This is an optimization exercise on Yosys and OpenROAD, whose aim is small area, a short achievable clock period and few clock cycles per item, not a production implementation.
Where RTL was checked, it was by simulation tests only, not by an equivalence proof against the original.
Power is estimated from default activity; no workload was simulated.

## bmp_stream_to_rgba_decoder
module bmp_stream_to_rgba_decoder (
    input  wire logic           aclk,
    input  wire logic           aresetn,
    input  wire logic           s_tvalid,
    output logic                s_tready,
    input  wire logic [7:0]     s_tdata,
    input  wire logic           s_tlast,
    output logic                m_tvalid,
    input  wire logic           m_tready,
    output logic [87:0]         m_tdata,
    output logic [1:0]          m_tuser,
    output logic                m_tlast
);
clock: 6.0 ns
lec_check: 0
cap_margin: 20
core_margin: 2
core_utilization: 60
cts_cluster_diameter: 100
cts_cluster_size: 30
setup_slack_margin: 3.5
slew_margin: 20
standard.sh (not shown) runs the stock make flow with config.mk's settings and CLKGATE_MAP_FILE= SYNTH_SCRIPT=/design/flow/synth_recipe.tcl, a recipe that flattens the netlist after the stock synthesis.
==> flow/flow/run.sh <==
#!/bin/bash
# Own layout flow: the standard flow (standard.sh) with one change, the buffer cell put on
# every input and output port (buf_2 instead of the one buffer_ports picks by itself).
# Each tool's output is in orfs/logs/; this script's own output goes to run_flow.log.
set -euo pipefail
bash standard.sh "BUFFER_PORTS_ARGS=-buffer_cell sky130_fd_sc_hd__buf_2" finish > run_flow.log 2>&1
Testbench counts at the start, summed over its fixed seeds: cycles 520,358, bytes 477,256.
Rerun with:
- ABC_CLOCK_PERIOD_IN_PS: unset -> 2500
- CTS_CLUSTER_DIAMETER: 100 -> unset
- CTS_CLUSTER_SIZE: 30 -> unset
The new run produced a clean layout.
Count of clock-buffer cells in the layout climbs by 26.
Routed wire length went up by 1.8%.
Core utilization increases by 1.5 points.

* * *

bmp_stream_to_rgba_decoder, a different RTL version from the one above (not shown whole).
Size in the first run: about 1300 cells after synthesis, about 300 flip-flops, roughly 110 I/O pins, roughly 15000 um2 of cells after synthesis.
==> flow/config.mk <==
export PLATFORM = sky130hd
export DESIGN_NAME = bmp_stream_to_rgba_decoder
export DESIGN_NICKNAME = bmp_stream_to_rgba_decoder
export VERILOG_FILES = /design/flow/design.v
export SDC_FILE = /design/flow/constraint.sdc
export NUM_CORES = 4
export LEC_CHECK = 0
export CAP_MARGIN = 20
export CORE_MARGIN = 2
export CORE_UTILIZATION = 70
export CTS_CLUSTER_DIAMETER = 100
export CTS_CLUSTER_SIZE = 30
export SETUP_SLACK_MARGIN = 3.6
export SLEW_MARGIN = 20
==> flow/constraint.sdc <==
create_clock -name core_clock -period 6.0 [get_ports {aclk}]
set_input_delay 1.2000 -clock core_clock [delete_from_list [all_inputs] [get_ports {aclk}]]
set_output_delay 1.2000 -clock core_clock [all_outputs]
set_load 0.01 [all_outputs]
Scripts as last shown in full above: flow/flow/run.sh
Edit:
- SETUP_SLACK_MARGIN: 3.6 -> 3.4
Flip-flop and latch count does not change.
Core utilization is lower by 3.3 points.
Cell area falls by 4.0%.
Final cell count fell by 2.4%.
No functional check of the RTL was part of any run of this note.

* * *

tundra:
Another version of the RTL of bmp_stream_to_rgba_decoder (not shown whole).
Size in the first run: roughly 1,300 cells after synthesis, ~300 flip-flops, roughly 15,000 µm² of cells after synthesis.
clock: 6.0 ns
lec_check: 0
cap_margin: 20
core_margin: 2
core_utilization: 70
cts_cluster_diameter: 80
cts_cluster_size: 24
setup_slack_margin: 3.5
slew_margin: 20
Scripts as last shown in full above: flow/flow/run.sh
tundra finished every stage and its layout cleared the timing, design-rule and antenna checks.
Testbench counts of tundra, summed over its fixed seeds: cycles 520,358, bytes 477,256.
> inputs changed (tundra -> harbor)
Settings: CTS_CLUSTER_SIZE: 24 -> 30; CTS_CLUSTER_DIAMETER: 80 -> 100.
Notes after the runs:
- harbor ends up with a fraction of met2 tracks used by global routing that is 0.35 points higher than in tundra.
- [compare] base=tundra new=harbor: amount of wire on met3 after detailed routing up 4.8%; area used by sequential logic in the layout level.
- Overall die area came out exactly the same in harbor and tundra.
- Non-clock buffer count (harbor vs. tundra) increases slightly
Inputs modified between harbor and indigo:
Settings: CORE_UTILIZATION changed from 70 to 78.
==> notes.md <==
Taking harbor as the reference, in indigo wire length of the first global-routing pass increased by 7.0% relative to the old numbers, internal portion of total power decreased by about 1.1% relative to the old numbers, non-filler instance count after layout decreased by 38 relative to the old numbers, sequential share of layout area increased by 0.28 points relative to the old numbers. The higher share of total power in the clock network of harbor and indigo is in harbor. Delta (indigo minus harbor): post-route worst setup slack now larger, clock power comparable, via count now larger, cell area now smaller, fraction of the cycle the final worst path needs now smaller.

[port drivers added, routing unchanged]
Ports are ideal in the flow. The routed layouts listed here were re-timed in OpenROAD. Step 1, drivers: a clkbuf_16 drives aclk and a buf_2 each remaining input, both assumed. Step 2, shift: input delay + t, output delay - t, t = (earliest + latest rising clock arrival at the registers) / 2. This alone moves slack from input paths to output paths. Slacks: no drivers / after step 1 / after step 2; pairs: no drivers / after step 1.
run	shift t [ns]	setup slack, ns	slew at the worst register clock pin (ns)
the first run of note 1	0.544	3.488 / 3.511 / 2.966	0.12 / 0.12
the second run of note 1	0.607	3.482 / 3.482 / 2.940	0.06 / 0.06
the first run of note 2	0.554	3.449 / 3.449 / 3.153	0.12 / 0.12
the second run of note 2	0.545	3.403 / 3.403 / 3.005	0.12 / 0.12
tundra	0.543	3.437 / 3.466 / 2.923	0.09 / 0.09
harbor	0.540	3.416 / 3.416 / 3.052	0.12 / 0.12
indigo	0.532	3.439 / 3.439 / 3.154	0.12 / 0.12
After both steps setup and hold are still met in every run listed. For the second run of note 1, which loses most, drivers alone change the setup slack by 0.000 ns; drivers and shift together by -0.542 ns.
